Background: an optimization exercise with open tools, aiming at small area and a short achievable clock period. Do not read the settings as production practice.
Only simulation tests tie the RTL to the original design; equivalence was not proved.
Power is estimated from default activity; no workload was simulated.

--- design/flow/flow/run.sh ---
#!/bin/bash
# The standard layout (standard.sh) with three changes: the port buffers are
# buf_4 cells, the resizer may swap a cell for one of another footprint, and
# CTS clusters sinks into larger groups without dummy loads. Make's output
# goes to make.log here; each ORFS step keeps its own log under orfs/logs/.
set -euo pipefail
bash standard.sh \
    MATCH_CELL_FOOTPRINT=0 \
    "BUFFER_PORTS_ARGS=-buffer_cell sky130_fd_sc_hd__buf_4" \
    "CTS_ARGS=-sink_clustering_enable -repair_clock_nets -sink_clustering_size 24 -sink_clustering_max_diameter 40 -dont_use_dummy_load" \
    finish > make.log 2>&1
--- design/flow/standard.sh ---
#!/bin/bash
# synth_recipe.tcl (not shown) runs the flow's synth.tcl, then flattens the netlist and writes it again
# the make line also repeats each setting of config.mk as NAME=value (left out here)
make -C /OpenROAD-flow-scripts/flow DESIGN_CONFIG=/design/flow/config.mk WORK_HOME=/design/flow/orfs CLKGATE_MAP_FILE= SYNTH_SCRIPT=/design/flow/synth_recipe.tcl "${@:-finish}"
--- design/flow/config.mk ---
export PLATFORM = sky130hd
export DESIGN_NAME = vid_top
export DESIGN_NICKNAME = vid_top
export VERILOG_FILES = /design/flow/design.v
export SDC_FILE = /design/flow/constraint.sdc
export NUM_CORES = 4
export LEC_CHECK = 0
export CAP_MARGIN = 20
export CORE_MARGIN = 2
export CORE_UTILIZATION = 65
export SETUP_SLACK_MARGIN = 4.6
export SLEW_MARGIN = 20
--- design/flow/constraint.sdc ---
create_clock -name core_clock -period 7.0 [get_ports {clk}]
set_input_delay 1.4000 -clock core_clock [delete_from_list [all_inputs] [get_ports {clk}]]
set_output_delay 1.4000 -clock core_clock [all_outputs]
set_load 0.01 [all_outputs]
--- design/flow/design.v ---
`default_nettype none
package vid_pkg;
typedef logic [15:0] word_t;         
typedef logic [7:0]  addr_t;         
typedef logic [11:0] rgb_t;          
typedef logic [3:0]  cidx_t;         
typedef logic [4:0]  xr_addr_t;      
typedef logic [1:0]  intr_t;         
localparam int INTR_LINE   = 0;      
localparam int INTR_VBLANK = 1;      
localparam logic [3:0] REG_INT_CTRL = 4'h0;     
localparam logic [3:0] REG_WR_ADDR  = 4'h1;     
localparam logic [3:0] REG_WR_INCR  = 4'h2;     
localparam logic [3:0] REG_DATA     = 4'h3;     
localparam logic [3:0] REG_RD_ADDR  = 4'h4;     
localparam logic [3:0] REG_XR_ADDR  = 4'h5;     
localparam logic [3:0] REG_XR_DATA  = 4'h6;     
localparam xr_addr_t XR_PALETTE_BASE = 5'h00;   
localparam xr_addr_t XR_LINE_CMP     = 5'h10;   
endpackage
`default_nettype wire
`default_nettype none
`timescale 1ns/10ps
module vram_arb(
    input  wire logic           clk,
    input  wire logic [2:0]     ph,
    input  wire logic [31:0]    wr_ring_i,       
    input  wire logic [15:0]    wr_data_i,
    input  wire logic [31:0]    rd_sel_i,        
    output logic [15:0]         rd_data_o,
    input  wire logic [1:0]     vid_ring_i,
    input  wire logic [2:0]     vid_pos_i,       
    output logic [15:0]         vid_data_o
);
localparam int N_RING = 32;
localparam int LEN    = 8;
logic [N_RING*16-1:0]   taps;
logic [4*LEN*16-1:0]    vid_cand;
for (genvar r = 0; r < N_RING; r++) begin : g_ring
    logic [LEN*16-1:0]  q;
    logic               we;
    assign we = wr_ring_i[r];
    always_ff @(posedge clk) begin
        q <= {q[(LEN-1)*16-1:0], we ? wr_data_i : q[LEN*16-1 -: 16]};
    end
    assign taps[r*16 +: 16] = q[LEN*16-1 -: 16];
    if (r < 4) begin : g_vid
        assign vid_cand[r*LEN*16 +: LEN*16] = q;
    end
end
logic [4*LEN-1:0]   vid_sel;
always_comb begin
    rd_data_o = '0;
    for (int r = 0; r < N_RING; r++) begin
        rd_data_o = rd_data_o | (taps[r*16 +: 16] & {16{rd_sel_i[r]}});
    end
    vid_data_o = '0;
    for (int i = 0; i < 4*LEN; i++) begin
        vid_sel[i] = ({vid_ring_i, vid_pos_i} == 5'(i));
        vid_data_o = vid_data_o | (vid_cand[i*16 +: 16] & {16{vid_sel[i]}});
    end
end
endmodule
`default_nettype wire
`default_nettype none
`timescale 1ns/10ps
module vid_top #(
    parameter int H_VISIBLE = 16,
    parameter int H_FRONT   = 2,
    parameter int H_SYNC    = 4,
    parameter int H_BACK    = 2,
    parameter int V_VISIBLE = 8,
    parameter int V_FRONT   = 1,
    parameter int V_SYNC    = 2,
    parameter int V_BACK    = 1
)(
    input  wire logic           clk,
    input  wire logic           reset_i,
    input  wire logic           bus_cs_n_i,
    input  wire logic           bus_rd_nwr_i,
    input  wire logic [3:0]     bus_reg_num_i,
    input  wire logic           bus_bytesel_i,
    input  wire logic [7:0]     bus_data_i,
    output logic      [7:0]     bus_data_o,
    output logic                bus_intr_o,
    output logic      [3:0]     red_o,
    output logic      [3:0]     green_o,
    output logic      [3:0]     blue_o,
    output logic                hsync_o,
    output logic                vsync_o,
    output logic                dv_de_o
);
localparam int H_TOTAL      = H_VISIBLE + H_FRONT + H_SYNC + H_BACK;
localparam int V_TOTAL      = V_VISIBLE + V_FRONT + V_SYNC + V_BACK;
localparam int H_SYNC_START = H_VISIBLE + H_FRONT;
localparam int V_SYNC_START = V_VISIBLE + V_FRONT;
localparam int H_W          = $clog2(H_TOTAL);
localparam int V_W          = $clog2(V_TOTAL);
logic [7:0]     hi_byte;
logic [15:0]    wword;
logic           wr_lo;
logic           wr_hi;
logic [7:0]     wsel;            
logic           rd_next;         
logic [15:0]    wr_addr;
logic [15:0]    wr_incr;
logic [15:0]    rd_addr;
logic [15:0]    xr_addr;
logic [15:0]    xr_data;
logic [15:0]    prefetch;
logic           xr_wr;
logic [1:0]     intr_mask;
logic [1:0]     intr_clear;
logic [1:0]     intr_status;
logic [15:0]    rd_word;
logic           wpend;           
logic [7:0]     pend_addr;       
logic [7:0]     pend_lo;         
logic           wr_hit;          
logic           fwd_ok;          
logic           rpend;           
logic [15:0]    rd_addr_d;       
logic           rd_hit;          
logic [31:0]    rd_sel;          
logic [15:0]    rd_data;
assign wword   = {hi_byte, bus_data_i};
assign wr_lo   = !bus_cs_n_i && !bus_rd_nwr_i && bus_bytesel_i;
assign wr_hi   = !bus_cs_n_i && !bus_rd_nwr_i && !bus_bytesel_i;
assign rd_next = !bus_cs_n_i && bus_rd_nwr_i && bus_bytesel_i && (bus_reg_num_i == vid_pkg::REG_DATA);
always_comb begin
    for (int i = 0; i < 8; i++) begin
        wsel[i] = wr_lo && (bus_reg_num_i == 4'(i));
    end
end
always_comb begin
    case (bus_reg_num_i)
        vid_pkg::REG_INT_CTRL: rd_word = {6'b0, intr_mask, 6'b0, intr_status};
        vid_pkg::REG_WR_ADDR:  rd_word = wr_addr;
        vid_pkg::REG_WR_INCR:  rd_word = wr_incr;
        vid_pkg::REG_DATA:     rd_word = (rpend && rd_hit) ? rd_data : prefetch;
        vid_pkg::REG_RD_ADDR:  rd_word = rd_addr;
        vid_pkg::REG_XR_ADDR:  rd_word = xr_addr;
        vid_pkg::REG_XR_DATA:  rd_word = xr_data;
        default:               rd_word = '0;
    endcase
end
always_ff @(posedge clk) begin
    if (reset_i) begin
        bus_data_o <= '0;
    end else if (!bus_cs_n_i && bus_rd_nwr_i) begin
        bus_data_o <= bus_bytesel_i ? rd_word[7:0] : rd_word[15:8];
    end
end
always_ff @(posedge clk) begin
    if (reset_i) begin
        intr_mask  <= '0;
        intr_clear <= '0;
        xr_wr      <= 1'b0;
        wr_addr    <= '0;
        wr_incr    <= '0;
        xr_addr    <= '0;
        rpend      <= 1'b0;
        wpend      <= 1'b0;
    end else begin
        xr_wr      <= wsel[vid_pkg::REG_XR_DATA];
        intr_clear <= wsel[vid_pkg::REG_INT_CTRL] ? wword[1:0] : 2'b0;
        if (wsel[vid_pkg::REG_INT_CTRL]) begin
            intr_mask <= wword[9:8];
        end
        if (wsel[vid_pkg::REG_WR_ADDR]) begin
            wr_addr <= wword;
        end else if (wsel[vid_pkg::REG_DATA]) begin
            wr_addr <= wr_addr + wr_incr;
        end
        if (wsel[vid_pkg::REG_WR_INCR]) begin
            wr_incr <= wword;
        end
        if (wsel[vid_pkg::REG_XR_ADDR]) begin
            xr_addr <= wword;
        end else if (xr_wr) begin
            xr_addr <= xr_addr + 1'b1;
        end
        if (wsel[vid_pkg::REG_DATA]) begin
            wpend <= 1'b1;
        end else if (wr_hit) begin
            wpend <= 1'b0;
        end
        if (wsel[vid_pkg::REG_RD_ADDR] || rd_next) begin
            rpend <= 1'b1;
        end else if (rd_hit) begin
            rpend <= 1'b0;
        end
    end
end
always_comb begin
    rd_addr_d = rd_addr;
    if (reset_i) begin
        rd_addr_d = '0;
    end else if (wsel[vid_pkg::REG_RD_ADDR]) begin
        rd_addr_d = wword;
    end else if (rd_next) begin
        rd_addr_d = rd_addr + wr_incr;
    end
end
always_ff @(posedge clk) begin
    rd_addr <= rd_addr_d;
    for (int r = 0; r < 32; r++) begin
        rd_sel[r] <= (rd_addr_d[7:3] == 5'(r));
    end
end
always_ff @(posedge clk) begin
    if (wr_hi) begin
        hi_byte <= bus_data_i;
    end
    if (wsel[vid_pkg::REG_XR_DATA]) begin
        xr_data <= wword;
    end
    if (wsel[vid_pkg::REG_DATA]) begin
        pend_addr <= wr_addr[7:0];
        pend_lo   <= bus_data_i;
    end
    fwd_ok <= !wsel[vid_pkg::REG_DATA];
    if (rpend && rd_hit) begin
        prefetch <= rd_data;
    end
end
logic [H_W-1:0] h_count, h_next;
logic [V_W-1:0] v_count, v_next;
logic [2:0]     ph, ph_next;         
logic           de;
logic           fetch;
logic [4:0]     vid_word;
always_comb begin
    h_next = h_count + 1'b1;
    v_next = v_count;
    if (h_count == H_W'(H_TOTAL - 1)) begin
        h_next = '0;
        v_next = (v_count == V_W'(V_TOTAL - 1)) ? '0 : v_count + 1'b1;
    end
    if (reset_i) begin
        h_next = '0;
        v_next = '0;
    end
    ph_next = ph - 1'b1;
end
always_ff @(posedge clk) begin
    h_count <= h_next;
    v_count <= v_next;
    ph      <= ph_next;
end
assign de       = (h_count < H_W'(H_VISIBLE)) && (v_count < V_W'(V_VISIBLE));
assign fetch    = de && (h_count[1:0] == 2'd0);
assign vid_word = {v_count[2:0], h_count[3:2]};
logic [H_W-1:0] h_inc;
logic [4:0]     wn;
logic [1:0]     vid_ring;        
logic [2:0]     vid_pos;         
logic [15:0]    vid_mem;
logic [15:0]    vid_data;
assign h_inc = h_count + 1'b1;
always_comb begin
    wn = {v_count[2:0], h_inc[3:2]};
    if (h_count == H_W'(H_TOTAL - 1)) begin
        wn = (v_count == V_W'(V_TOTAL - 1)) ? 5'd0 : {v_count[2:0] + 3'd1, 2'd0};
    end
end
always_ff @(posedge clk) begin
    if (reset_i) begin
        vid_ring <= 2'd0;
        vid_pos  <= 3'd0 - ph;
    end else begin
        vid_ring <= wn[4:3];
        vid_pos  <= wn[2:0] - ph;
    end
end
logic [7:0]     pend_addr_d;
logic           wr_hit_d;
logic [31:0]    wr_ring;         
always_comb begin
    pend_addr_d = wsel[vid_pkg::REG_DATA] ? wr_addr[7:0] : pend_addr;
    if (reset_i) begin
        wr_hit_d = 1'b0;
    end else if (wsel[vid_pkg::REG_DATA]) begin
        wr_hit_d = (wr_addr[2:0] == ph_next);
    end else begin
        wr_hit_d = wpend && !wr_hit && (pend_addr[2:0] == ph_next);
    end
end
always_ff @(posedge clk) begin
    wr_hit <= wr_hit_d;
    for (int r = 0; r < 32; r++) begin
        wr_ring[r] <= wr_hit_d && (pend_addr_d[7:3] == 5'(r));
    end
    rd_hit <= (rd_addr_d[2:0] == ph_next);
end
vram_arb vram_arb(
    .clk(clk),                  .ph(ph),
    .wr_ring_i(wr_ring),
    .wr_data_i({hi_byte, pend_lo}),
    .rd_sel_i(rd_sel),
    .rd_data_o(rd_data),
    .vid_ring_i(vid_ring),      .vid_pos_i(vid_pos),
    .vid_data_o(vid_mem)
);
always_ff @(posedge clk) begin
    if (fetch) begin
        vid_data <= (wpend && fwd_ok && pend_addr == {3'b0, vid_word}) ? {hi_byte, pend_lo} : vid_mem;
    end
end
logic [11:0]    palette [16];
logic [3:0]     pix_idx;
logic [2:0]     de_d;
logic [2:0]     hs_d;
logic [2:0]     vs_d;
logic [11:0]    rgb;
logic [11:0]    pal_out;
always_comb begin
    pal_out = '0;
    for (int i = 0; i < 16; i++) begin
        pal_out = pal_out | (palette[i] & {12{pix_idx == 4'(i)}});
    end
end
always_ff @(posedge clk) begin
    case (h_count[1:0])
        2'd1: pix_idx <= vid_data[15:12];
        2'd2: pix_idx <= vid_data[11:8];
        2'd3: pix_idx <= vid_data[7:4];
        default: pix_idx <= vid_data[3:0];
    endcase
    if (xr_wr && !xr_addr[4]) begin
        palette[xr_addr[3:0]] <= xr_data[11:0];
    end
end
always_ff @(posedge clk) begin
    if (reset_i) begin
        de_d <= '0;
        hs_d <= '0;
        vs_d <= '0;
        rgb  <= '0;
    end else begin
        de_d <= {de_d[1:0], de};
        hs_d <= {hs_d[1:0], (h_count >= H_W'(H_SYNC_START)) && (h_count < H_W'(H_SYNC_START + H_SYNC))};
        vs_d <= {vs_d[1:0], (v_count >= V_W'(V_SYNC_START)) && (v_count < V_W'(V_SYNC_START + V_SYNC))};
        rgb  <= de_d[1] ? pal_out : '0;
    end
end
assign {red_o, green_o, blue_o} = rgb;
assign dv_de_o = de_d[2];
assign hsync_o = hs_d[2];
assign vsync_o = vs_d[2];
logic [3:0]     lc_lo;           
logic           lc_hz;           
logic [1:0]     trigger;
assign trigger[vid_pkg::INTR_LINE]   = (h_count == '0) && lc_hz && (v_count == lc_lo);
assign trigger[vid_pkg::INTR_VBLANK] = (h_count == '0) && (v_count == V_W'(V_VISIBLE));
always_ff @(posedge clk) begin
    if (reset_i) begin
        lc_lo       <= '0;
        lc_hz       <= 1'b1;
        intr_status <= '0;
        bus_intr_o  <= 1'b0;
    end else begin
        if (xr_wr && xr_addr[4:0] == vid_pkg::XR_LINE_CMP) begin
            lc_lo <= xr_data[3:0];
            lc_hz <= (xr_data[15:4] == '0);
        end
        bus_intr_o  <= |(trigger & intr_mask & ~intr_status);
        intr_status <= (intr_status | trigger) & ~intr_clear;
    end
end
endmodule
`default_nettype wire
==> summary.md, run 1 <==
| Metric | Value |
|---|---|
| Worst Setup EP | `dv_de_o` |
| Seq/Total Area, Yosys | `0.826` |
| Multiplexer share of the synthesized area | `0.0581` |
| Pleak | `51.2 nW` |
| Hold buffer count at CTS | `0` |
| Largest cells by area after synthesis | `dfxtp_1, edfxtp_1, mux2_2, a22oi_1, clkbuf_1` |
| Most common cell in the synthesized netlist | `dfxtp_1` |
| Largest net degree at the start of global routing | `74` |
| Tcrit/Tclk final | `0.399` |
| Setup crit start | `de_d[2]` |
| Worst Path Required | `5.60 ns` |
| Max Cap Viol | `0` |
| Post-synthesis xor/xnor area fraction | `0.00479` |
| Depth of the most critical reg-to-reg path | `9` |
| Routed wire length | `293,000 µm` |
| Syn_area_per_cell | `15.6 µm²` |
| Nets | `7,728` |
| Post-synth ARST share | `0` |
| Synth top area share | `0.762` |
| Final TNS setup | `0 ns` |
| Endpoints failing hold | `0` |
| Worst-Skew Late Latency | `0.98 ns` |
| CTS clock-pin slew for the worst setup and hold paths | `0.09 ns` |
| H-tree depth | `5` |
| Layout Cells excl Fill | `9,996` |
| Synthesis-to-finish area growth | `15.0%` |
| Synth Area in Simple Gates | `0.0353` |
| Slew Limit Fails | `0` |
| Drt pass-1 iters | `6` |
| Core Area | `174,000 µm²` |
| Buffer and inverter count on the worst path | `1` |
| Post-synth EDFFs | `243` |
| CP Launch Type | `register` |
| Min-delay worst type | `reg2reg` |
| Worst Path Max Fanout | `1` |
| I/O Buffers | `40` |
| Critical path capture point type | `output port` |
| Crit Path Class | `reg2out` |
| CP top delay family | `flip-flops` |
| Synth Net Count | `7,338` |
| Average via count per standard cell | `5.78` |
| R2R Setup Slk | `4.21 ns` |
| Clk root buf | `clkbuf_16` |
| Cell count along the critical path | `1` |
| Total power | `0.0455 W` |
| Complex-gate fraction of the synthesized area | `0.0575` |
| RSZ-0062 raised after global routing | `yes` |
| DRC errors left | `0` |
| DRT iter0 DRCs | `6,202` |
| Highest clock rate | `0.358 GHz` |
| R2R Path End | `vid_data[9]` |
| Setup skew after layout | `0.129 ns` |
| Die Span Y | `422 µm` |
| Mapped Area | `113,000 µm²` |
| Vias in the first global route | `57,700` |
| Initial antenna violation count | `12` |
| Critical-path top delay cell | `dfxtp_2` |
| Cell variety after synth | `86` |
| All-layer global routing usage | `0.325` |
| Dominant cell type by area after synthesis | `dfxtp_1` |
| Status | `finished with violations` |
| Maximum VDD drop | `0.282 mV` |
| Cell Pwr Density | `349 nW/µm²` |
| Final WS setup | `4.21 ns` |
| Commonest cells post-synth | `dfxtp_1, mux2_2, a22oi_1` |
| DP Worst Slack | `2.61 ns` |
| Largest family of logic cells by synthesized area | `multiplexers` |
| Adder-Cell Fraction of Synth Area | `0.00528` |
| CP peak stage delay | `0.32 ns` |
| Cell Rows | `153` |
| Cell Chain, Critical Path | `buf_6` |
| Setup-failing EPs final | `0` |
| Top FF cell, synth | `dfxtp_1` |
| TritonCTS Buffers | `411` |
| Arrival time worst endpoint | `1.39 ns` |
| CTS tree | `built` |
| Total clock sinks | `4,556` |
| First-pass GRT wire length | `412,000 µm` |
| ANT nets after route | `1` |
| Ys Warns | `2` |
| Layout cells sized above 1 | `0.214` |
| Placed Cells | `9,425` |
| Detailed-route via count | `57,800` |
| R2R Path Start | `vid_pos[2]` |
| Grt ovf | `0` |
| Area of the die | `178,000 µm²` |
| Slew margin rel. | `0.214` |
| Starting Density | `0.653` |
| Wire per inst | `29.3 µm` |
| RD Place Congestion | `0.917` |
| Clock Tree Buf Depth | `4` |
| Syn Inst Count | `7,275` |
| FF+latch count, synth | `4,556` |
| Io pins | `41` |
| Fin crit period | `2.79 ns` |
| Placed wire-length estimate | `177,000 µm` |
| SO Viols | `antenna rules` |
| Worst Tran Pin Value | `1.18 ns` |
| Die width | `422 µm` |
area by class of cell:
class                           count  area [µm²]
Fill cell                       10400       43300
Multi-Input combinational cell   2347       19900
Sequential cell                  4556       93800
Timing Repair Buffer              312        3280
Clock buffer                      411       10300
Antenna cell                        8        20.0
Inverter                           37         163
Tap cell                         2325        2910
cells by family after synthesis:
kind of cell	after synthesis
buffers and inverters	373
multiplexers	584
XOR/XNOR	62
adder cells (fa/ha/maj)	46
AND/OR/NAND/NOR	786
flip-flops	4556
AO/OA/AOI/OAI	868
routing by layer:
layer	GRT usage	wire length [µm]	vias up
met1	0.468	129000	29000
met3	0.0588	21800	632
li1	-	-	25600
met2	0.494	130000	2539
met4	0.122	11600	2
met5	0	11	-
metrics by stage:
| step | hold slack, ns | util | cell area, µm² |
|---|---|---|---|
| 2_1_floorplan | 0.310 | - | 114000 |
| 4_1_cts | 0.259 | 0.744 | 129000 |
| 6_report | 0.260 | 0.751 | 130000 |
| 5_1_grt | 0.267 | 0.751 | 130000 |
| 3_5_place_dp | 0.312 | 0.671 | 116000 |
| 3_3_place_gp | 0.309 | 0.671 | 116000 |
cell usage in the layout (no fill, tap or decap), drive strengths merged, types with 61 or more instances in the layout:
master,instances
clkbuf,415
nor3,61
nand3,69
nand2,142
mux2,527
edfxtp,243
dfxtp,4313
buf,308
a22oi,452
nand4,81
nor2,215
a21oi,87
state kept, by name (all words and copies together) (netlist names), 16 cells and up:
| signal | flops |
|---|---|
| rd_addr | 16 |
| wr_ring | 32 |
| prefetch | 16 |
| xr_data | 16 |
| vid_data | 16 |
| xr_addr | 16 |
| rd_sel | 32 |
| wr_addr | 16 |
| palette | 192 |
| wr_incr | 16 |
| vram_arb.g_ring.q | 4096 |
report_power, final:
part	total [W]	internal, W	switching (W)
Sequential	0.0262	0.0262	0.0000476
Combinational	0.000562	0.000185	0.000377
Clock	0.0187	0.0103	0.00847
Total	0.0455	0.0366	0.00889
worst min-delay path by stage:
stage	start	endpoint	slack, ns	depth (start not counted)
6_report	vram_arb.g_ring[18].q[3]	vram_arb.g_ring[18].q[19]	0.26	0
5_1_grt	vram_arb.g_ring[23].q[77]	vram_arb.g_ring[23].q[93]	0.27	0
4_1_cts	vram_arb.g_ring[18].q[3]	vram_arb.g_ring[18].q[19]	0.26	0
3_5_place_dp	vram_arb.g_ring[13].q[111]	vram_arb.g_ring[13].q[127]	0.31	0
3_3_place_gp	vram_arb.g_ring[13].q[82]	vram_arb.g_ring[13].q[98]	0.31	0
2_1_floorplan	vram_arb.g_ring[10].q[84]	vram_arb.g_ring[10].q[100]	0.31	0
what timing repair did:
| item | 4_1_cts | 5_1_grt |
|---|---|---|
| buffers inserted | 101 | 47 |
| setup endpoints to repair | 219 | 152 |
| pin swaps | 82 | 100 |
| gates cloned | 3 | 1 |
| resized for setup | 407 | 172 |
==> run 2, diff against run 1 <==
--- a/design/flow/flow/run.sh
+++ b/design/flow/flow/run.sh
@@ -9,3 +9,3 @@
     "BUFFER_PORTS_ARGS=-buffer_cell sky130_fd_sc_hd__buf_4" \
-    "CTS_ARGS=-sink_clustering_enable -repair_clock_nets -sink_clustering_size 24 -sink_clustering_max_diameter 40 -dont_use_dummy_load" \
+    "CTS_ARGS=-sink_clustering_enable -repair_clock_nets -sink_clustering_size 30 -sink_clustering_max_diameter 50 -dont_use_dummy_load -apply_ndr half" \
     finish > make.log 2>&1
--- a/design/flow/config.mk
+++ b/design/flow/config.mk
@@ -10,3 +10,3 @@
 export CORE_UTILIZATION = 65
-export SETUP_SLACK_MARGIN = 4.6
+export SETUP_SLACK_MARGIN = 4.5
 export SLEW_MARGIN = 20
==> summary.md, run 2 <==
| Metric | Value |
|---|---|
| Status | `no timing/DRC/antenna violations` |
| Largest cells by area after synthesis | `dfxtp_1, edfxtp_1, mux2_2, a22oi_1, clkbuf_1` |
| CTS tree | `built` |
| Worst Path Max Fanout | `4` |
| H-tree depth | `4` |
| Cell variety after synth | `86` |
| Clk root buf | `clkbuf_16` |
| Mapped Area | `113,000 µm²` |
| Crit Path Class | `reg2reg` |
| Layout Cells excl Fill | `9,828` |
| TritonCTS Buffers | `222` |
| Worst-Skew Late Latency | `0.89 ns` |
| Worst Tran Pin Value | `1.25 ns` |
| Die Span Y | `422 µm` |
| Grt ovf | `0` |
| CTS clock-pin slew for the worst setup and hold paths | `0.09 ns` |
| Min-delay worst type | `reg2reg` |
| Critical path capture point type | `register` |
| Routed wire length | `284,000 µm` |
| Ys Warns | `2` |
| Io pins | `41` |
| Seq/Total Area, Yosys | `0.826` |
| Die width | `422 µm` |
| DRC errors left | `0` |
| I/O Buffers | `40` |
| Tcrit/Tclk final | `0.392` |
| Commonest cells after routing, fill and taps aside | `dfxtp_1, mux2_2, a22oi_1` |
| Post-synth ARST share | `0` |
| Worst Path Required | `7.70 ns` |
| Slew margin rel. | `0.164` |
| First-pass GRT wire length | `397,000 µm` |
| RSZ-0062 raised after global routing | `yes` |
| Average via count per standard cell | `5.74` |
| Clock Tree Buf Depth | `3` |
| Cell Rows | `153` |
| Vias in the first global route | `54,600` |
| Final TNS setup | `0 ns` |
| Hold buffer count at CTS | `0` |
| Layout cells sized above 1 | `0.191` |
| Drt pass-1 iters | `9` |
| Largest net degree at the start of global routing | `59` |
| Max reg flops | `4,096` |
| Maximum VDD drop | `0.315 mV` |
| Setup skew after layout | `0.0792 ns` |
| Placed Cells | `9,433` |
| Syn_area_per_cell | `15.6 µm²` |
| Core Area | `174,000 µm²` |
| Placed wire-length estimate | `172,000 µm` |
| Pleak | `49.0 nW` |
| Total clock sinks | `4,556` |
| Most common cell in the synthesized netlist | `dfxtp_1` |
| Setup-failing EPs final | `0` |
| Arrival time worst endpoint | `3.44 ns` |
| Cell Pwr Density | `317 nW/µm²` |
| Dominant cell type by area after synthesis | `dfxtp_1` |
| Cell Chain, Critical Path | `buf_12, buf_8, a22oi_2, nand4_1, nor4_4, a21oi_2, and4b_1, o31ai_1` |
| Top FF cell, synth | `dfxtp_1` |
| Starting Density | `0.653` |
| Endpoints failing hold | `0` |
| Minimum hold slack | `0.277 ns` |
| ANT nets after route | `0` |
| DP Worst Slack | `2.24 ns` |
| Initial antenna violation count | `20` |
| Syn Inst Count | `7,275` |
| Critical-path top delay cell | `nor4_4` |
| Post-synth EDFFs | `243` |
| CP Launch Type | `register` |
| Commonest cells post-synth | `dfxtp_1, mux2_2, a22oi_1` |
| Wire per inst | `28.9 µm` |
| Synth top area share | `0.762` |
| Detailed-route via count | `56,400` |
| Largest Register | `vram_arb.g_ring.q` |
| RD Place Congestion | `0.925` |
| Nets | `7,564` |
| Synth Net Count | `7,338` |
| Slew Limit Fails | `0` |
| All-layer global routing usage | `0.314` |
| Final WS setup | `4.26 ns` |
| FF+latch count, synth | `4,556` |
| Area of the die | `178,000 µm²` |
| Fin crit period | `2.74 ns` |
| Most common cell after layout, fill and taps aside | `dfxtp_1` |
| DRT iter0 DRCs | `6,536` |
| Synthesis-to-finish area growth | `10.7%` |
| CP peak stage delay | `0.75 ns` |
| Max Cap Viol | `0` |
| Highest clock rate | `0.365 GHz` |
-- run 2: cell counts after synthesis --
Identical to the previous run, type by type.
-- run 2: repair_timing --
action / in CTS / in global routing
pin swaps: 56 / 71
resized for setup: 354 / 170
gates cloned: 3 / 1
endpoints found under the setup margin: 214 / 159
buffers inserted: 106 / 59
-- run 2: worst paths after layout --
kind	cells after the start	slack [ns]	startpoint	end
max	8	4.26	rd_sel[9]	bus_data_o[4]
min	0	0.28	vram_arb.g_ring[23].q[29]	vram_arb.g_ring[23].q[45]
max reg2reg	8	4.26	rd_sel[9]	bus_data_o[4]
min reg2reg	0	0.28	vram_arb.g_ring[23].q[29]	vram_arb.g_ring[23].q[45]
-- run 2: critical path: cells and delay by family (launching register included) --
kind,cells,cell delay [ns]
simple gates,3,1.50
compound gates,3,0.43
buf+inv,2,0.29
flops,1,0.34
-- run 2: kinds of logic after synthesis --
group / share of synthesized area
XOR/XNOR: 0.00479
buffers and inverters: 0.0129
flip-flops: 0.826
AND/OR/NAND/NOR: 0.0353
AO/OA/AOI/OAI: 0.0575
adder cells (fa/ha/maj): 0.00528
multiplexers: 0.0581
-- run 2: area by class of cell --
| cell class | count | area, µm² |
|---|---|---|
| Sequential cell | 4556 | 93800 |
| Fill cell | 11300 | 48100 |
| Multi-Input combinational cell | 2347 | 19600 |
| Clock buffer | 222 | 5560 |
| Timing Repair Buffer | 337 | 3450 |
| Tap cell | 2325 | 2910 |
| Inverter | 37 | 159 |
| Antenna cell | 4 | 10.0 |
-- run 2: per-stage QoR --
step	utilization	total power (W)	instance area, µm²
after CTS	0.715	0.0399	124000
final	0.723	0.0398	125000
after global routing	0.723	0.0409	125000
after global placement	0.671	0.0273	116000
after detailed placement	0.671	0.0273	117000
after floorplan	-	0.0271	114000
-- run 2: power by group --
| part | total, W | internal, W | leakage [nW] | switching [W] |
|---|---|---|---|---|
| Clock | 0.0131 | 0.00562 | 2.74 | 0.00745 |
| Combinational | 0.000572 | 0.000181 | 9.23 | 0.000391 |
| Sequential | 0.0262 | 0.0261 | 37.0 | 0.0000381 |
-- run 2: routing by layer --
layer / up-vias / global-route usage / part of all wire
met4: 8 / 0.116 / 0.041
met3: 561 / 0.0499 / 0.068
li1: 25300 / - / -
met2: 2244 / 0.479 / 0.44
met1: 28400 / 0.457 / 0.45
met5: - / 0 / 0.00020
==> run 3, diff against run 2 <==
--- a/design/flow/flow/run.sh
+++ b/design/flow/flow/run.sh
@@ -9,3 +9,3 @@
     "BUFFER_PORTS_ARGS=-buffer_cell sky130_fd_sc_hd__buf_4" \
-    "CTS_ARGS=-sink_clustering_enable -repair_clock_nets -sink_clustering_size 30 -sink_clustering_max_diameter 50 -dont_use_dummy_load -apply_ndr half" \
+    "CTS_ARGS=-sink_clustering_enable -repair_clock_nets -sink_clustering_size 34 -sink_clustering_max_diameter 45 -dont_use_dummy_load" \
     finish > make.log 2>&1
--- a/design/flow/config.mk
+++ b/design/flow/config.mk
@@ -10,3 +10,3 @@
 export CORE_UTILIZATION = 65
-export SETUP_SLACK_MARGIN = 4.5
+export SETUP_SLACK_MARGIN = 4.4
 export SLEW_MARGIN = 20
==> summary.md, run 3 <==
| Metric | Value |
|---|---|
| Die width | `422 µm` |
| Setup-failing EPs final | `0` |
| Mapped Area | `113,000 µm²` |
| R2R Path Start | `rd_sel[10]` |
| RD Place Congestion | `0.930` |
| CTS tree | `built` |
| Crit Path Class | `reg2out` |
| Buffer and inverter count on the worst path | `1` |
| ANT nets after route | `0` |
| Worst Tran Pin Value | `1.16 ns` |
| CTS clock-pin slew for the worst setup and hold paths | `0.11 ns` |
| Routed wire length | `285,000 µm` |
| Status | `no timing/DRC/antenna violations` |
| Max Cap Viol | `0` |
| Maximum VDD drop | `0.307 mV` |
| Average via count per standard cell | `5.73` |
| Highest clock rate | `0.358 GHz` |
| Synthesis-to-finish area growth | `12.1%` |
| Cell Pwr Density | `338 nW/µm²` |
| I/O Buffers | `40` |
| Min-delay src | `vram_arb.g_ring[21].q[110]` |
| Minimum hold slack | `0.271 ns` |
| Min-delay worst type | `reg2reg` |
| Wire per inst | `28.8 µm` |
| Placed wire-length estimate | `172,000 µm` |
| Synth top area share | `0.762` |
| CP peak stage delay | `0.36 ns` |
| Starting Density | `0.653` |
| Initial antenna violation count | `13` |
| RSZ-0062 raised after global routing | `yes` |
| Syn_area_per_cell | `15.6 µm²` |
| Dominant cell type by area after synthesis | `dfxtp_1` |
| Grt ovf | `0` |
| Layout cells sized above 1 | `0.191` |
| Post-synth ARST share | `0` |
| FF+latch count, synth | `4,556` |
| Depth of the most critical reg-to-reg path | `7` |
| Clock Tree Buf Depth | `4` |
| Drt pass-1 iters | `9` |
| Most common cell after layout, fill and taps aside | `dfxtp_1` |
| Pleak | `49.8 nW` |
| Max reg flops | `4,096` |
| Largest Register | `vram_arb.g_ring.q` |
| Ys Warns | `2` |
| Hold buffer count at CTS | `0` |
| Arrival time worst endpoint | `1.40 ns` |
| All-layer global routing usage | `0.316` |
| CP Launch Type | `register` |
| Io pins | `41` |
| Slew Limit Fails | `0` |
| Synth Net Count | `7,338` |
| DRT iter0 DRCs | `6,267` |
| Endpoints failing hold | `0` |
| TritonCTS Buffers | `324` |
| Most common cell in the synthesized netlist | `dfxtp_1` |
| Nets | `7,617` |
| Cell Rows | `153` |
| CP top delay family | `flip-flops` |
| Layout fillers | `11,000` |
| H-tree depth | `5` |
| Syn Inst Count | `7,275` |
| Min-Delay Endpoint | `vram_arb.g_ring[21].q[126]` |
| First-pass GRT wire length | `401,000 µm` |
| Cell Chain, Critical Path | `buf_6` |
| Clk root buf | `clkbuf_16` |
| Top FF cell, synth | `dfxtp_1` |
| Total clock sinks | `4,556` |
| Die Span Y | `422 µm` |
| Fin crit period | `2.80 ns` |
| Critical-path top delay cell | `dfxtp_4` |
| Critical path capture point type | `output port` |
| Largest cells by area after synthesis | `dfxtp_1, edfxtp_1, mux2_2, a22oi_1, clkbuf_1` |
| Final TNS setup | `0 ns` |
| Seq/Total Area, Yosys | `0.826` |
| Setup skew after layout | `0.105 ns` |
| Detailed-route via count | `56,600` |
| Largest net degree at the start of global routing | `61` |
| Tcrit/Tclk final | `0.399` |
| Hold depth | `0` |
| Worst-Skew Late Latency | `0.95 ns` |
| R2R Path End | `bus_data_o[4]` |
| DRC errors left | `0` |
| Worst Path Max Fanout | `1` |
| Vias in the first global route | `55,400` |
| Slew margin rel. | `0.228` |
| Post-synth EDFFs | `243` |
| R2R Setup Slk | `4.30 ns` |
| Core Area | `174,000 µm²` |
| Cell variety after synth | `86` |
| Worst Path Required | `5.60 ns` |
| Area of the die | `178,000 µm²` |
| Commonest cells post-synth | `dfxtp_1, mux2_2, a22oi_1` |
| Commonest cells after routing, fill and taps aside | `dfxtp_1, mux2_2, a22oi_1` |
## run 3: cell counts after synthesis
No cell type changed its count.
## run 3: how the worst max path moves through the flow
stage,start,end,slack [ns],cells after the start
4_1_cts,bus_intr_o,bus_intr_o,4.15,1
6_report,bus_intr_o,bus_intr_o,4.20,1
2_1_floorplan,bus_reg_num_i[3],wr_ring[1],3.87,9
3_5_place_dp,bus_reg_num_i[2],wr_ring[3],2.49,9
3_3_place_gp,bus_reg_num_i[2],wr_ring[0],2.56,9
5_1_grt,bus_intr_o,bus_intr_o,4.17,1
## run 3: area by class of cell
cell class | count | area (µm²) | share of cell area
diodes | 4 | 10.0 | 0.0000788
clock buffers | 324 | 8110 | 0.0638
inverters | 37 | 163 | 0.00128
multi-input cells | 2347 | 19300 | 0.152
flip-flops and latches | 4556 | 93800 | 0.738
well taps | 2325 | 2910 | 0.0229
repair buffers | 288 | 2720 | 0.0214
## run 3: per-layer routing
| metal | part of all wire | vias to the layer above | routed length (µm) | global-route usage |
|---|---|---|---|---|
| met2 | 0.45 | 2231 | 127000 | 0.481 |
| li1 | - | 25400 | - | - |
| met5 | 0.000032 | - | 9 | 0 |
| met4 | 0.036 | 2 | 10400 | 0.114 |
| met1 | 0.45 | 28500 | 127000 | 0.461 |
| met3 | 0.070 | 533 | 20000 | 0.0537 |
## run 3: stage by stage
stage	cell area, µm²	utilization	power [W]	worst slack [ns]	instances
finish	127000	0.732	0.0429	4.20	9881
global route	127000	0.731	0.0440	4.17	9877
CTS	126000	0.726	0.0430	4.15	9818
detailed placement	117000	0.671	0.0273	2.49	9436
global placement	117000	0.671	0.0273	2.56	9436
floorplan	114000	-	0.0271	3.87	7275
## run 3: logic make-up after synthesis
kind of cell / synth area share
flip-flops: 0.826
AO/OA/AOI/OAI: 0.0575
AND/OR/NAND/NOR: 0.0353
multiplexers: 0.0581
buffers and inverters: 0.0129
XOR/XNOR: 0.00479
adder cells (fa/ha/maj): 0.00528
## run 3: report_power, final
part | internal, W | switching (W)
Combinational | 0.000171 | 0.000365
Sequential | 0.0261 | 0.0000532
Clock | 0.00818 | 0.00799
## run 3: what timing repair did
| item | in CTS | in global routing |
|---|---|---|
| cloned | 2 | 1 |
| setup endpoints to repair | 185 | 149 |
| pin swaps | 40 | 51 |
| resized for setup | 255 | 134 |
| buffers inserted | 56 | 58 |
==> run 4, diff against run 3 <==
--- a/design/flow/flow/run.sh
+++ b/design/flow/flow/run.sh
@@ -9,3 +9,3 @@
     "BUFFER_PORTS_ARGS=-buffer_cell sky130_fd_sc_hd__buf_4" \
-    "CTS_ARGS=-sink_clustering_enable -repair_clock_nets -sink_clustering_size 34 -sink_clustering_max_diameter 45 -dont_use_dummy_load" \
+    "CTS_ARGS=-sink_clustering_enable -repair_clock_nets -sink_clustering_size 30 -sink_clustering_max_diameter 50 -dont_use_dummy_load" \
     finish > make.log 2>&1
--- a/design/flow/config.mk
+++ b/design/flow/config.mk
@@ -7,3 +7,3 @@
 export LEC_CHECK = 0
-export CAP_MARGIN = 20
+export CAP_MARGIN = 10
 export CORE_MARGIN = 2
@@ -11,2 +11,2 @@
 export SETUP_SLACK_MARGIN = 4.4
-export SLEW_MARGIN = 20
+export SLEW_MARGIN = 10
==> summary.md, run 4 <==
| Metric | Value |
|---|---|
| Die Span Y | `422 µm` |
| Max Cap Viol | `0` |
| Arrival time worst endpoint | `3.44 ns` |
| Mapped Area | `113,000 µm²` |
| TritonCTS Buffers | `222` |
| Drt pass-1 iters | `6` |
| DRT iter0 DRCs | `6,071` |
| Synthesis-to-finish area growth | `9.75%` |
| Buffer and inverter count on the worst path | `1` |
| Post-synth ARST share | `0` |
| Hold buffer count at CTS | `0` |
| CTS clock-pin slew for the worst setup and hold paths | `0.08 ns` |
| Fin crit period | `2.74 ns` |
| I/O Buffers | `40` |
| Largest Register | `vram_arb.g_ring.q` |
| Routed wire length | `281,000 µm` |
| Tcrit/Tclk final | `0.392` |
| ANT nets after route | `0` |
| Max reg flops | `4,096` |
| Final TNS setup | `0 ns` |
| Setup-failing EPs final | `0` |
| Critical path capture point type | `register` |
| Io pins | `41` |
| Worst-Skew Late Latency | `0.89 ns` |
| Highest clock rate | `0.365 GHz` |
| Layout cells sized above 1 | `0.179` |
| Setup skew after layout | `0.0829 ns` |
| Detailed-route via count | `56,100` |
| Most common cell after layout, fill and taps aside | `dfxtp_1` |
| Largest net degree at the start of global routing | `61` |
| Layout Cells excl Fill | `9,783` |
| Maximum VDD drop | `0.324 mV` |
| Min-delay worst type | `reg2reg` |
| Core Area | `174,000 µm²` |
| DRC errors left | `0` |
| Critical-path top delay cell | `nor4_4` |
| FF+latch count, synth | `4,556` |
| Syn_area_per_cell | `15.6 µm²` |
| Cell Chain, Critical Path | `buf_8, a22oi_2, nand4_1, nor4_4, a21oi_4, and4b_1, o31ai_1` |
| H-tree depth | `4` |
| Crit Path Class | `reg2reg` |
| Post-synth EDFFs | `243` |
| RD Place Congestion | `0.930` |
| Top FF cell, synth | `dfxtp_1` |
| Cell Rows | `153` |
| Slew Limit Fails | `0` |
| Syn Inst Count | `7,275` |
| Seq/Total Area, Yosys | `0.826` |
| CP peak stage delay | `0.83 ns` |
| Die width | `422 µm` |
| All-layer global routing usage | `0.311` |
| Vias in the first global route | `54,400` |
| CP Launch Type | `register` |
| Worst Path Required | `7.70 ns` |
| Clk root buf | `clkbuf_16` |
| Layout fillers | `11,300` |
| Placed wire-length estimate | `172,000 µm` |
| Cell Pwr Density | `320 nW/µm²` |
| Initial antenna violation count | `11` |
| Commonest cells post-synth | `dfxtp_1, mux2_2, a22oi_1` |
| Dominant cell type by area after synthesis | `dfxtp_1` |
| Endpoints failing hold | `0` |
| Placed Cells | `9,436` |
| Synth Net Count | `7,338` |
| Worst Path Max Fanout | `7` |
| Slew margin rel. | `0.0964` |
| Area of the die | `178,000 µm²` |
| Commonest cells after routing, fill and taps aside | `dfxtp_1, mux2_2, a22oi_1` |
| Wire per inst | `28.7 µm` |
| Ys Warns | `2` |
| Most common cell in the synthesized netlist | `dfxtp_1` |
| Cell variety after synth | `86` |
| Nets | `7,520` |
| Largest cells by area after synthesis | `dfxtp_1, edfxtp_1, mux2_2, a22oi_1, clkbuf_1` |
| CP top delay family | `simple AND/OR/NAND/NOR gates` |
| RSZ-0062 raised after global routing | `yes` |
| Starting Density | `0.653` |
| DP Worst Slack | `2.49 ns` |
| Total clock sinks | `4,556` |
| Clock Tree Buf Depth | `3` |
| First-pass GRT wire length | `394,000 µm` |
| Synth top area share | `0.762` |
| Grt ovf | `0` |
| Pleak | `48.5 nW` |
| Worst Tran Pin Value | `1.36 ns` |
| Final WS setup | `4.26 ns` |
| CTS tree | `built` |
| Status | `no timing/DRC/antenna violations` |
| Average via count per standard cell | `5.73` |
[run 4: cell counts after synthesis]
Identical to the previous run, type by type.
[run 4: layer usage]
| metal | GRT usage | vias to the layer above | share of wire |
|---|---|---|---|
| met5 | 0 | - | 0.000053 |
| met4 | 0.117 | 2 | 0.039 |
| met3 | 0.0524 | 524 | 0.072 |
| met2 | 0.467 | 2231 | 0.44 |
| met1 | 0.457 | 28100 | 0.45 |
| li1 | - | 25200 | - |
[run 4: worst paths after layout]
path                             from                        to  slack (ns)  cells after the start
max                         rd_sel[6]             bus_data_o[4]        4.26                      7
min          vram_arb.g_ring[6].q[36]  vram_arb.g_ring[6].q[52]        0.28                      0
max reg2reg                 rd_sel[6]             bus_data_o[4]        4.26                      7
min reg2reg  vram_arb.g_ring[6].q[36]  vram_arb.g_ring[6].q[52]        0.28                      0
[run 4: cell type report]
type                            count  area, µm²  area share
Antenna cell                        3       7.51   0.0000603
Inverter                           37        163     0.00131
Tap cell                         2325       2910      0.0234
Timing Repair Buffer              292       2670      0.0214
Multi-Input combinational cell   2348      19300       0.155
Sequential cell                  4556      93800       0.754
Clock buffer                      222       5560      0.0447
[run 4: logic make-up after synthesis]
kind of cell	count (synthesis)	synth area share
fa+ha+maj	46	0.00528
flops	4556	0.826
xor+xnor	62	0.00479
simple gates	786	0.0353
buf+inv	373	0.0129
compound gates	868	0.0575
mux	584	0.0581
[run 4: per-stage QoR]
stage | instance area (µm²) | util | total power (W) | hold WS [ns]
2_1_floorplan | 114000 | - | 0.0271 | 0.310
3_3_place_gp | 117000 | 0.671 | 0.0273 | 0.310
3_5_place_dp | 117000 | 0.671 | 0.0273 | 0.312
4_1_cts | 123000 | 0.711 | 0.0399 | 0.286
5_1_grt | 124000 | 0.716 | 0.0409 | 0.282
6_report | 124000 | 0.716 | 0.0398 | 0.283
[run 4: what timing repair did]
| item | 4_1_cts | 5_1_grt |
|---|---|---|
| gates resized for setup | 262 | 116 |
| gates cloned | 0 | 4 |
| hold endpoints to repair | 0 | 0 |
| pin swaps | 40 | 39 |
| setup buffers | 61 | 57 |
| setup endpoints to repair | 186 | 160 |
[run 4: power breakdown]
group	total (W)	switching [W]	internal (W)
Sequential	0.0262	0.0000524	0.0261
Clock	0.0131	0.00746	0.00562
Combinational	0.000544	0.000368	0.000176
Total	0.0398	0.00788	0.0319
==> run 5, diff against run 4 <==
--- a/design/flow/flow/run.sh
+++ b/design/flow/flow/run.sh
@@ -9,3 +9,3 @@
     "BUFFER_PORTS_ARGS=-buffer_cell sky130_fd_sc_hd__buf_4" \
-    "CTS_ARGS=-sink_clustering_enable -repair_clock_nets -sink_clustering_size 30 -sink_clustering_max_diameter 50 -dont_use_dummy_load" \
+    "CTS_ARGS=-sink_clustering_enable -repair_clock_nets -sink_clustering_size 30 -sink_clustering_max_diameter 60 -dont_use_dummy_load" \
     finish > make.log 2>&1
--- a/design/flow/config.mk
+++ b/design/flow/config.mk
@@ -7,6 +7,6 @@
 export LEC_CHECK = 0
-export CAP_MARGIN = 10
+export CAP_MARGIN = 20
 export CORE_MARGIN = 2
 export CORE_UTILIZATION = 65
-export SETUP_SLACK_MARGIN = 4.4
-export SLEW_MARGIN = 10
+export SETUP_SLACK_MARGIN = 4.5
+export SLEW_MARGIN = 20
==> summary.md, run 5 <==
| Metric | Value |
|---|---|
| Status | `no timing/DRC/antenna violations` |
| Slew Limit Fails | `0` |
| Ys Warns | `2` |
| Core Area | `174,000 µm²` |
| Crit Path Class | `reg2out` |
| Highest clock rate | `0.370 GHz` |
| DP Worst Slack | `2.24 ns` |
| Cell Chain, Critical Path | `buf_6` |
| Placed wire-length estimate | `172,000 µm` |
| H-tree depth | `4` |
| Layout fillers | `11,500` |
| Detailed-route via count | `55,500` |
| DRC errors left | `0` |
| Worst Tran Pin Value | `1.11 ns` |
| CTS tree | `built` |
| Seq/Total Area, Yosys | `0.826` |
| Tcrit/Tclk final | `0.386` |
| Commonest cells after routing, fill and taps aside | `dfxtp_1, mux2_2, a22oi_1` |
| Cell variety after synth | `86` |
| Max Cap Viol | `0` |
| Most common cell after layout, fill and taps aside | `dfxtp_1` |
| Hold depth | `0` |
| Die Span Y | `422 µm` |
| Final WS setup | `4.30 ns` |
| Max reg flops | `4,096` |
| Area of the die | `178,000 µm²` |
| Initial antenna violation count | `13` |
| TritonCTS Buffers | `193` |
| Maximum VDD drop | `0.284 mV` |
| Average via count per standard cell | `5.69` |
| Worst-Skew Late Latency | `0.88 ns` |
| Cell Rows | `153` |
| Cell count along the critical path | `1` |
| Pleak | `48.3 nW` |
| Grt ovf | `0` |
| Most common cell in the synthesized netlist | `dfxtp_1` |
| Synth top area share | `0.762` |
| Setup-failing EPs final | `0` |
| RSZ-0062 raised after global routing | `yes` |
| Syn_area_per_cell | `15.6 µm²` |
| CP top delay family | `flip-flops` |
| Synth Net Count | `7,338` |
| Min-delay worst type | `reg2reg` |
| Dominant cell type by area after synthesis | `dfxtp_1` |
| Clock Tree Buf Depth | `3` |
| Largest net degree at the start of global routing | `59` |
| Syn Inst Count | `7,275` |
| Drt pass-1 iters | `8` |
| CTS clock-pin slew for the worst setup and hold paths | `0.09 ns` |
| Fin crit period | `2.70 ns` |
| Largest Register | `vram_arb.g_ring.q` |
| Endpoints failing hold | `0` |
| CP Launch Type | `register` |
| Top FF cell, synth | `dfxtp_1` |
| Mapped Area | `113,000 µm²` |
| Total clock sinks | `4,556` |
| Wire per inst | `28.7 µm` |
| Worst Path Max Fanout | `1` |
| First-pass GRT wire length | `393,000 µm` |
| Arrival time worst endpoint | `1.30 ns` |
| Worst Path Required | `5.60 ns` |
| Synthesis-to-finish area growth | `9.59%` |
| Io pins | `41` |
| Starting Density | `0.653` |
| DRT iter0 DRCs | `6,077` |
| Routed wire length | `280,000 µm` |
| Final TNS setup | `0 ns` |
| Post-synth EDFFs | `243` |
| RD Place Congestion | `0.925` |
| Commonest cells post-synth | `dfxtp_1, mux2_2, a22oi_1` |
| Vias in the first global route | `53,900` |
| Slew margin rel. | `0.261` |
| Total power | `0.0390 W` |
| Cell Pwr Density | `314 nW/µm²` |
| I/O Buffers | `40` |
| ANT nets after route | `0` |
| Depth of the most critical reg-to-reg path | `8` |
| Post-synth ARST share | `0` |
| Largest cells by area after synthesis | `dfxtp_1, edfxtp_1, mux2_2, a22oi_1, clkbuf_1` |
| Nets | `7,499` |
| Setup skew after layout | `0.118 ns` |
| FF+latch count, synth | `4,556` |
| Layout cells sized above 1 | `0.182` |
| CP peak stage delay | `0.37 ns` |
| All-layer global routing usage | `0.311` |
| Critical path capture point type | `output port` |
| Critical-path top delay cell | `dfxtp_4` |
| Clk root buf | `clkbuf_16` |
| Buffer and inverter count on the worst path | `1` |
| Die width | `422 µm` |
==> run 5: cell types whose count changed in the layout (fill, tap and decap cells not counted), sizes merged <==
cell and change:
buf +9, clkbuf -29, clkinvlp -1, clkinv +1, diode -2, or2 -1
==> run 5: final cells by class <==
cell class | count | area [µm²] | share of cell area
Multi-Input combinational cell | 2347 | 19500 | 0.157
Timing Repair Buffer | 301 | 3000 | 0.0242
Tap cell | 2325 | 2910 | 0.0234
Antenna cell | 1 | 2.50 | 0.0000201
Sequential cell | 4556 | 93800 | 0.755
Inverter | 37 | 159 | 0.00128
Clock buffer | 193 | 4830 | 0.0389
==> run 5: stage by stage <==
step | cells | hold slack, ns | util | area [µm²]
after CTS | 9706 | 0.239 | 0.710 | 123000
final | 9760 | 0.237 | 0.715 | 124000
after global placement | 9432 | 0.309 | 0.671 | 116000
after global routing | 9759 | 0.247 | 0.715 | 124000
after floorplan | 7275 | 0.310 | - | 114000
after detailed placement | 9433 | 0.312 | 0.671 | 117000
==> run 5: per-layer routing <==
layer	up-vias	part of all wire	track usage
li1	25100	-	-
met1	27800	0.45	0.455
met2	2066	0.44	0.472
met3	506	0.065	0.0475
met4	4	0.040	0.114
met5	-	0.000078	0
==> run 5: worst paths after layout <==
path | from | endpoint | slack (ns)
setup reg to reg | rd_sel[9] | bus_data_o[4] | 4.31
setup / recovery | bus_intr_o | bus_intr_o | 4.30
hold reg to reg | vram_arb.g_ring[15].q[46] | vram_arb.g_ring[15].q[62] | 0.24
hold / removal | vram_arb.g_ring[15].q[46] | vram_arb.g_ring[15].q[62] | 0.24
==> run 5: where the power goes <==
part           switching, W  total [W]  internal, W
combinational      0.000387   0.000568     0.000181
sequential        0.0000370     0.0262       0.0261
clock               0.00730     0.0122      0.00494
total               0.00772     0.0390       0.0312
==> run 5: logic make-up (layout without fill, tap and decap cells) <==
group / after synthesis / in the layout / share of synthesized area
xor+xnor: 62 / 62 / 0.00479
other cells: 0 / 1 / 0
flops: 4556 / 4556 / 0.826
buf+inv: 373 / 531 / 0.0129
simple gates: 786 / 787 / 0.0353
fa+ha+maj: 46 / 46 / 0.00528
mux: 584 / 584 / 0.0581
compound gates: 868 / 868 / 0.0575
==> run 5: repair_timing <==
| item | CTS | global route |
|---|---|---|
| buffers inserted | 77 | 52 |
| hold buffers | 0 | 0 |
| setup endpoints to repair | 217 | 155 |
| gates cloned | 3 | 1 |
| pin swaps | 57 | 56 |
| resized for setup | 332 | 128 |
==> run 6, diff against run 5 <==
--- a/design/flow/config.mk
+++ b/design/flow/config.mk
@@ -10,3 +10,3 @@
 export CORE_UTILIZATION = 65
-export SETUP_SLACK_MARGIN = 4.5
+export SETUP_SLACK_MARGIN = 4.6
 export SLEW_MARGIN = 20
==> summary.md, run 6 <==
| Metric | Value |
|---|---|
| Commonest cells post-synth | `dfxtp_1, mux2_2, a22oi_1` |
| CTS tree | `built` |
| RD Place Congestion | `0.917` |
| Nets | `7,548` |
| Dominant cell type by area after synthesis | `dfxtp_1` |
| Slew margin rel. | `0.213` |
| Total clock sinks | `4,556` |
| Setup skew after layout | `0.0931 ns` |
| Max Cap Viol | `0` |
| I/O Buffers | `40` |
| Setup-failing EPs final | `0` |
| CP Launch Type | `register` |
| Routed wl met2 | `125,000 µm` |
| Ys Warns | `2` |
| Buffer and inverter count on the worst path | `1` |
| Reg area | `93,800 µm²` |
| Complex-gate fraction of the synthesized area | `0.0575` |
| Average via count per standard cell | `5.73` |
| Grt ovf | `0` |
| Routed wire length | `284,000 µm` |
| DP Area | `116,000 µm²` |
| Synth Area in Simple Gates | `0.0353` |
| Worst Tran Pin Value | `1.18 ns` |
| Pleak | `48.8 nW` |
| Starting Density | `0.653` |
| Die width | `422 µm` |
| Min-delay worst type | `reg2reg` |
| Layout cells sized above 1 | `0.196` |
| Clock Tree Buf Depth | `3` |
| Clk root buf | `clkbuf_16` |
| Arrival time worst endpoint | `1.34 ns` |
| Die Span Y | `422 µm` |
| First-pass GRT wire length | `396,000 µm` |
| Tcrit/Tclk final | `0.392` |
| Io pins | `41` |
| Mapped Area | `113,000 µm²` |
| Cell Chain, Critical Path | `buf_6` |
| Synth top area share | `0.762` |
| Post-synth EDFFs | `243` |
| Final Util | `0.722` |
| All-layer global routing usage | `0.312` |
| Syn_area_per_cell | `15.6 µm²` |
| Post-synth ARST share | `0` |
| DRT iter0 DRCs | `6,649` |
| Wire per inst | `29.0 µm` |
| Synth Net Count | `7,338` |
| Core Area | `174,000 µm²` |
| Worst-Skew Late Latency | `0.85 ns` |
| Final TNS setup | `0 ns` |
| Met3 wire length | `20,400 µm` |
| Worst Path Max Fanout | `1` |
| Worst Path Required | `5.60 ns` |
| ANT nets after route | `0` |
| CTS clock-pin slew for the worst setup and hold paths | `0.11 ns` |
| Top FF cell, synth | `dfxtp_1` |
| Post-route cell area | `125,000 µm²` |
| Most common cell after layout, fill and taps aside | `dfxtp_1` |
| Fin crit period | `2.74 ns` |
| Endpoints failing hold | `0` |
| Seq/Total Area, Yosys | `0.826` |
| Drt pass-1 iters | `10` |
| Initial antenna violation count | `14` |
| Cell variety after synth | `86` |
| TritonCTS Buffers | `194` |
| Max reg flops | `4,096` |
| Critical path capture point type | `output port` |
| Highest clock rate | `0.365 GHz` |
| Critical-path top delay cell | `dfxtp_4` |
| Most common cell in the synthesized netlist | `dfxtp_1` |
| DRC errors left | `0` |
| Hold buffer count at CTS | `0` |
| Multi-input gate area | `19,900 µm²` |
| Maximum VDD drop | `0.281 mV` |
| Slew Limit Fails | `0` |
| H-tree depth | `4` |
| Synthesis-to-finish area growth | `10.5%` |
| Post-synthesis xor/xnor area fraction | `0.00479` |
| Multiplexer share of the synthesized area | `0.0581` |
| Placed wire-length estimate | `177,000 µm` |
| M1 WL | `128,000 µm` |
| RSZ-0062 raised after global routing | `yes` |
| Syn Inst Count | `7,275` |
| Detailed-route via count | `56,200` |
| Largest cells by area after synthesis | `dfxtp_1, edfxtp_1, mux2_2, a22oi_1, clkbuf_1` |
| Commonest cells after routing, fill and taps aside | `dfxtp_1, mux2_2, a22oi_1` |
| Largest net degree at the start of global routing | `74` |
| Top Layer Used | `met5` |
| Adder-Cell Fraction of Synth Area | `0.00528` |
| Cell Rows | `153` |
| Crit Path Class | `reg2out` |
| Vias in the first global route | `54,300` |
| FF+latch count, synth | `4,556` |
| Largest Register | `vram_arb.g_ring.q` |
| Cell Pwr Density | `311 nW/µm²` |
| Largest family of logic cells by synthesized area | `multiplexers` |
| CP top delay family | `flip-flops` |
| CP peak stage delay | `0.37 ns` |
| Area of the die | `178,000 µm²` |
| Layout fillers | `11,100` |
| Status | `no timing/DRC/antenna violations` |
## run 6: cell counts after synthesis
Identical to the previous run, type by type.
## run 6: power by group
group	internal, W	switching, W
logic	0.000193	0.000381
clock network	0.00496	0.00731
registers	0.0261	0.0000496
## run 6: cell families after synthesis
kind of cell / count (synthesis)
DFF: 4556
adders and majority gates: 46
muxes: 584
xor gates and xnor gates: 62
AOI/OAI and AO/OA: 868
and+or+nand+nor: 786
buffers and inverters: 373
## run 6: through the flow
| step | total power (W) | setup WS (ns) | instances | hold slack (ns) |
|---|---|---|---|---|
| 6_report | 0.0390 | 4.26 | 9814 | 0.293 |
| 5_1_grt | 0.0400 | 4.22 | 9809 | 0.286 |
| 4_1_cts | 0.0391 | 4.22 | 9732 | 0.296 |
| 3_5_place_dp | 0.0273 | 2.61 | 9425 | 0.312 |
| 3_3_place_gp | 0.0273 | 2.72 | 9423 | 0.309 |
| 2_1_floorplan | 0.0271 | 3.87 | 7275 | 0.310 |
## run 6: path summary, 6_finish.rpt
| path | start | endpoint | slack [ns] | cells after the start |
|---|---|---|---|---|
| hold reg to reg | vram_arb.g_ring[15].q[91] | vram_arb.g_ring[15].q[107] | 0.29 | 0 |
| setup reg to reg | vid_pos[2] | vid_data[9] | 4.44 | 9 |
| setup / recovery | bus_intr_o | bus_intr_o | 4.26 | 1 |
| hold / removal | vram_arb.g_ring[15].q[91] | vram_arb.g_ring[15].q[107] | 0.29 | 0 |
## run 6: area by class of cell
| cell class | instances | area share |
|---|---|---|
| multi-input cells | 2349 | 0.159 |
| inverters | 37 | 0.00133 |
| flip-flops and latches | 4556 | 0.749 |
| clock buffers | 194 | 0.0388 |
| repair buffers | 347 | 0.0286 |
| diodes | 6 | 0.000120 |
| well taps | 2325 | 0.0232 |
## run 6: layer usage
metal  track usage  vias to the layer above
met2         0.471                     2243
met4         0.111                        4
met1         0.462                    28200
met3        0.0493                      538
met5             0                        -
li1              -                    25200
## run 6: repair_timing
action	4_1_cts	5_1_grt
gates cloned	4	4
resized for setup	413	177
setup endpoints to repair	237	185
pin swaps	80	97
setup buffers	109	72
==> run 7, diff against run 6 <==
--- a/design/flow/flow/run.sh
+++ b/design/flow/flow/run.sh
@@ -9,3 +9,3 @@
     "BUFFER_PORTS_ARGS=-buffer_cell sky130_fd_sc_hd__buf_4" \
-    "CTS_ARGS=-sink_clustering_enable -repair_clock_nets -sink_clustering_size 30 -sink_clustering_max_diameter 60 -dont_use_dummy_load" \
+    "CTS_ARGS=-sink_clustering_enable -repair_clock_nets -sink_clustering_size 30 -sink_clustering_max_diameter 50 -dont_use_dummy_load -sink_clustering_levels 2" \
     finish > make.log 2>&1
--- a/design/flow/config.mk
+++ b/design/flow/config.mk
@@ -10,3 +10,3 @@
 export CORE_UTILIZATION = 65
-export SETUP_SLACK_MARGIN = 4.6
+export SETUP_SLACK_MARGIN = 4.5
 export SLEW_MARGIN = 20
==> summary.md, run 7 <==
| Metric | Value |
|---|---|
| Pleak | `49.0 nW` |
| I/O Buffers | `40` |
| Most common cell in the synthesized netlist | `dfxtp_1` |
| Max reg flops | `4,096` |
| Ys Warns | `2` |
| Layout cells sized above 1 | `0.191` |
| RD Place Congestion | `0.925` |
| Setup-failing EPs final | `0` |
| Syn_area_per_cell | `15.6 µm²` |
| CTS clock-pin slew for the worst setup and hold paths | `0.09 ns` |
| Area of the die | `178,000 µm²` |
| Clk root buf | `clkbuf_16` |
| Commonest cells post-synth | `dfxtp_1, mux2_2, a22oi_1` |
| Crit Path Class | `reg2reg` |
| Critical path capture point type | `register` |
| Sw Ratio | `0.198` |
| FF+latch count, synth | `4,556` |
| Minimum hold slack | `0.277 ns` |
| First-pass GRT wire length | `397,000 µm` |
| Synth top area share | `0.762` |
| Largest Register | `vram_arb.g_ring.q` |
| Worst Path Required | `7.70 ns` |
| Initial antenna violation count | `20` |
| Top FF cell, synth | `dfxtp_1` |
| Wire per inst | `28.9 µm` |
| Placed wire-length estimate | `172,000 µm` |
| Drt pass-1 iters | `9` |
| Slew Limit Fails | `0` |
| Reg area | `93,800 µm²` |
| CTS tree | `built` |
| Gr busiest metal | `met2` |
| TritonCTS Buffers | `222` |
| Min-delay worst type | `reg2reg` |
| Post-synth EDFFs | `243` |
| Post-synth ARST share | `0` |
| Starting Density | `0.653` |
| Tcrit/Tclk final | `0.392` |
| Io pins | `41` |
| Cell Rows | `153` |
| DRC errors left | `0` |
| Cell Pwr Density | `317 nW/µm²` |
| Endpoints failing hold | `0` |
| Seq/Total Area, Yosys | `0.826` |
| Average via count per standard cell | `5.74` |
| Grt ovf | `0` |
| Syn Inst Count | `7,275` |
| Clock Power Share | `0.328` |
| R2R Setup Slk | `4.26 ns` |
| Layout fillers | `11,300` |
| ANT nets after route | `0` |
| Cell variety after synth | `86` |
| Arrival time worst endpoint | `3.44 ns` |
| H-tree depth | `4` |
| Largest cells by area after synthesis | `dfxtp_1, edfxtp_1, mux2_2, a22oi_1, clkbuf_1` |
| Clock Tree Buf Depth | `3` |
| Synth Net Count | `7,338` |
| P_sw | `0.00788 W` |
| Die width | `422 µm` |
| Synthesis-to-finish area growth | `10.7%` |
| Die Span Y | `422 µm` |
| Total clock sinks | `4,556` |
| Dominant cell type by area after synthesis | `dfxtp_1` |
| Routed wire length | `284,000 µm` |
| Status | `no timing/DRC/antenna violations` |
| DRT iter0 DRCs | `6,536` |
| Setup skew after layout | `0.0792 ns` |
| GR Util met3 | `0.0499` |
| Maximum VDD drop | `0.315 mV` |
| Slew margin rel. | `0.164` |
| Final TNS setup | `0 ns` |
| Worst-Skew Late Latency | `0.89 ns` |
| Met1 usage | `0.457` |
| Part of the power in combinational logic | `0.014` |
| CP Launch Type | `register` |
| Core Area | `174,000 µm²` |
| Internal Pwr Total | `0.0319 W` |
| Mapped Area | `113,000 µm²` |
| Max Cap Viol | `0` |
| M2 GR Usage | `0.479` |
| Sequential share of power | `0.657` |
| Commonest cells after routing, fill and taps aside | `dfxtp_1, mux2_2, a22oi_1` |
| Largest net degree at the start of global routing | `59` |
| Vias in the first global route | `54,600` |
| RSZ-0062 raised after global routing | `yes` |
| Most common cell after layout, fill and taps aside | `dfxtp_1` |
| All-layer global routing usage | `0.314` |
| Highest clock rate | `0.365 GHz` |
| Detailed-route via count | `56,400` |
| Fin crit period | `2.74 ns` |
| Worst Path Max Fanout | `4` |
| Worst Tran Pin Value | `1.25 ns` |
| Multi-input gate area | `19,600 µm²` |
| Nets | `7,564` |
==> run 7: final timing paths <==
path	startpoint	endpoint	depth (start not counted)
setup / recovery	rd_sel[9]	bus_data_o[4]	8
hold / removal	vram_arb.g_ring[23].q[29]	vram_arb.g_ring[23].q[45]	0
setup reg to reg	rd_sel[9]	bus_data_o[4]	8
hold reg to reg	vram_arb.g_ring[23].q[29]	vram_arb.g_ring[23].q[45]	0
==> run 7: metrics by stage <==
step                      power (W)  worst slack (ns)  instances  instance area, µm²  utilization
after floorplan              0.0271              3.87       7275              114000            -
after global placement       0.0273              2.31       9432              116000        0.671
after detailed placement     0.0273              2.24       9433              117000        0.671
after CTS                    0.0399              4.20       9764              124000        0.715
after global routing         0.0409              4.22       9824              125000        0.723
final                        0.0398              4.26       9828              125000        0.723
==> run 7: cells by family (layout without fill, tap and decap cells) <==
group / after synthesis / after routing / synth area share
XOR/XNOR: 62 / 62 / 0.00479
adder cells (fa/ha/maj): 46 / 46 / 0.00528
AND/OR/NAND/NOR: 786 / 787 / 0.0353
flip-flops: 4556 / 4556 / 0.826
other: 0 / 4 / 0
AO/OA/AOI/OAI: 868 / 868 / 0.0575
buffers and inverters: 373 / 596 / 0.0129
multiplexers: 584 / 584 / 0.0581
==> run 7: what timing repair did <==
item	CTS	global route
hold endpoints to repair	0	0
resized for setup	354	170
hold buffers	0	0
endpoints found under the setup margin	214	159
pin swaps	56	71
cloned	3	1
setup buffers	106	59
==> run 7: critical path: stages, from the launching register on <==
cell	delay, ns
dfxtp_2	0.34
buf_12	0.15
buf_8	0.14
a22oi_2	0.16
nand4_1	0.43
nor4_4	0.75
a21oi_2	0.21
and4b_1	0.32
o31ai_1	0.06
==> run 7: final cells by class <==
class	instances	share of cell area
flip-flops and latches	4556	0.747
multi-input cells	2347	0.156
clock buffers	222	0.0443
repair buffers	337	0.0275
well taps	2325	0.0232
inverters	37	0.00127
diodes	4	0.0000798
==> run 7: power by group through the flow <==
stage	Sequential (W)	Clock (W)	Combinational, W
6_report	0.0262	0.0131	0.000572
4_1_cts	0.0262	0.0132	0.000539
5_1_grt	0.0262	0.0141	0.000596
3_5_place_dp	0.0268	0	0.000501
2_1_floorplan	0.0268	0	0.000300
3_3_place_gp	0.0268	0	0.000499
==> run 7: layer usage <==
metal / up-vias / wire length (µm)
met5: - / 57
met1: 28400 / 128000
met3: 561 / 19300
met4: 8 / 11700
li1: 25300 / -
met2: 2244 / 125000

## port drivers added, routing unchanged
How much do the figures lean on ideal ports? The routed layouts below were timed once more, with nothing changed but the port constraints. Step 1 (the two cells are an assumption about what drives the block):
set clk [get_ports {clk}]
set_driving_cell -lib_cell sky130_fd_sc_hd__clkbuf_16 $clk
set_driving_cell -lib_cell sky130_fd_sc_hd__buf_2 [delete_from_list [all_inputs] $clk]
Step 2, shift: input delay + t, output delay - t, t = (earliest + latest rising clock arrival at the registers) / 2. This alone moves slack from input paths to output paths. Three values: ideal, step 1, step 2; two values: the first two.
| run | shift t [ns] | slack for setup (ns) | slew at the worst register clock pin (ns) |
|---|---|---|---|
| run 1 | 1.009 | 4.207 / 4.113 / 3.526 | 0.09 / 0.09 |
| run 2 | 0.947 | 4.258 / 4.168 / 3.515 | 0.11 / 0.11 |
| run 3 | 0.994 | 4.204 / 4.108 / 3.442 | 0.11 / 0.11 |
| run 4 | 0.941 | 4.257 / 4.166 / 3.512 | 0.12 / 0.12 |
| run 5 | 0.912 | 4.295 / 4.204 / 3.560 | 0.11 / 0.11 |
| run 6 | 0.899 | 4.257 / 4.169 / 3.602 | 0.11 / 0.11 |
| run 7 | 0.947 | 4.258 / 4.168 / 3.515 | 0.11 / 0.11 |
The setup slack of run 3, which loses most, moves by -0.096 ns with the drivers and by -0.762 ns with both steps.
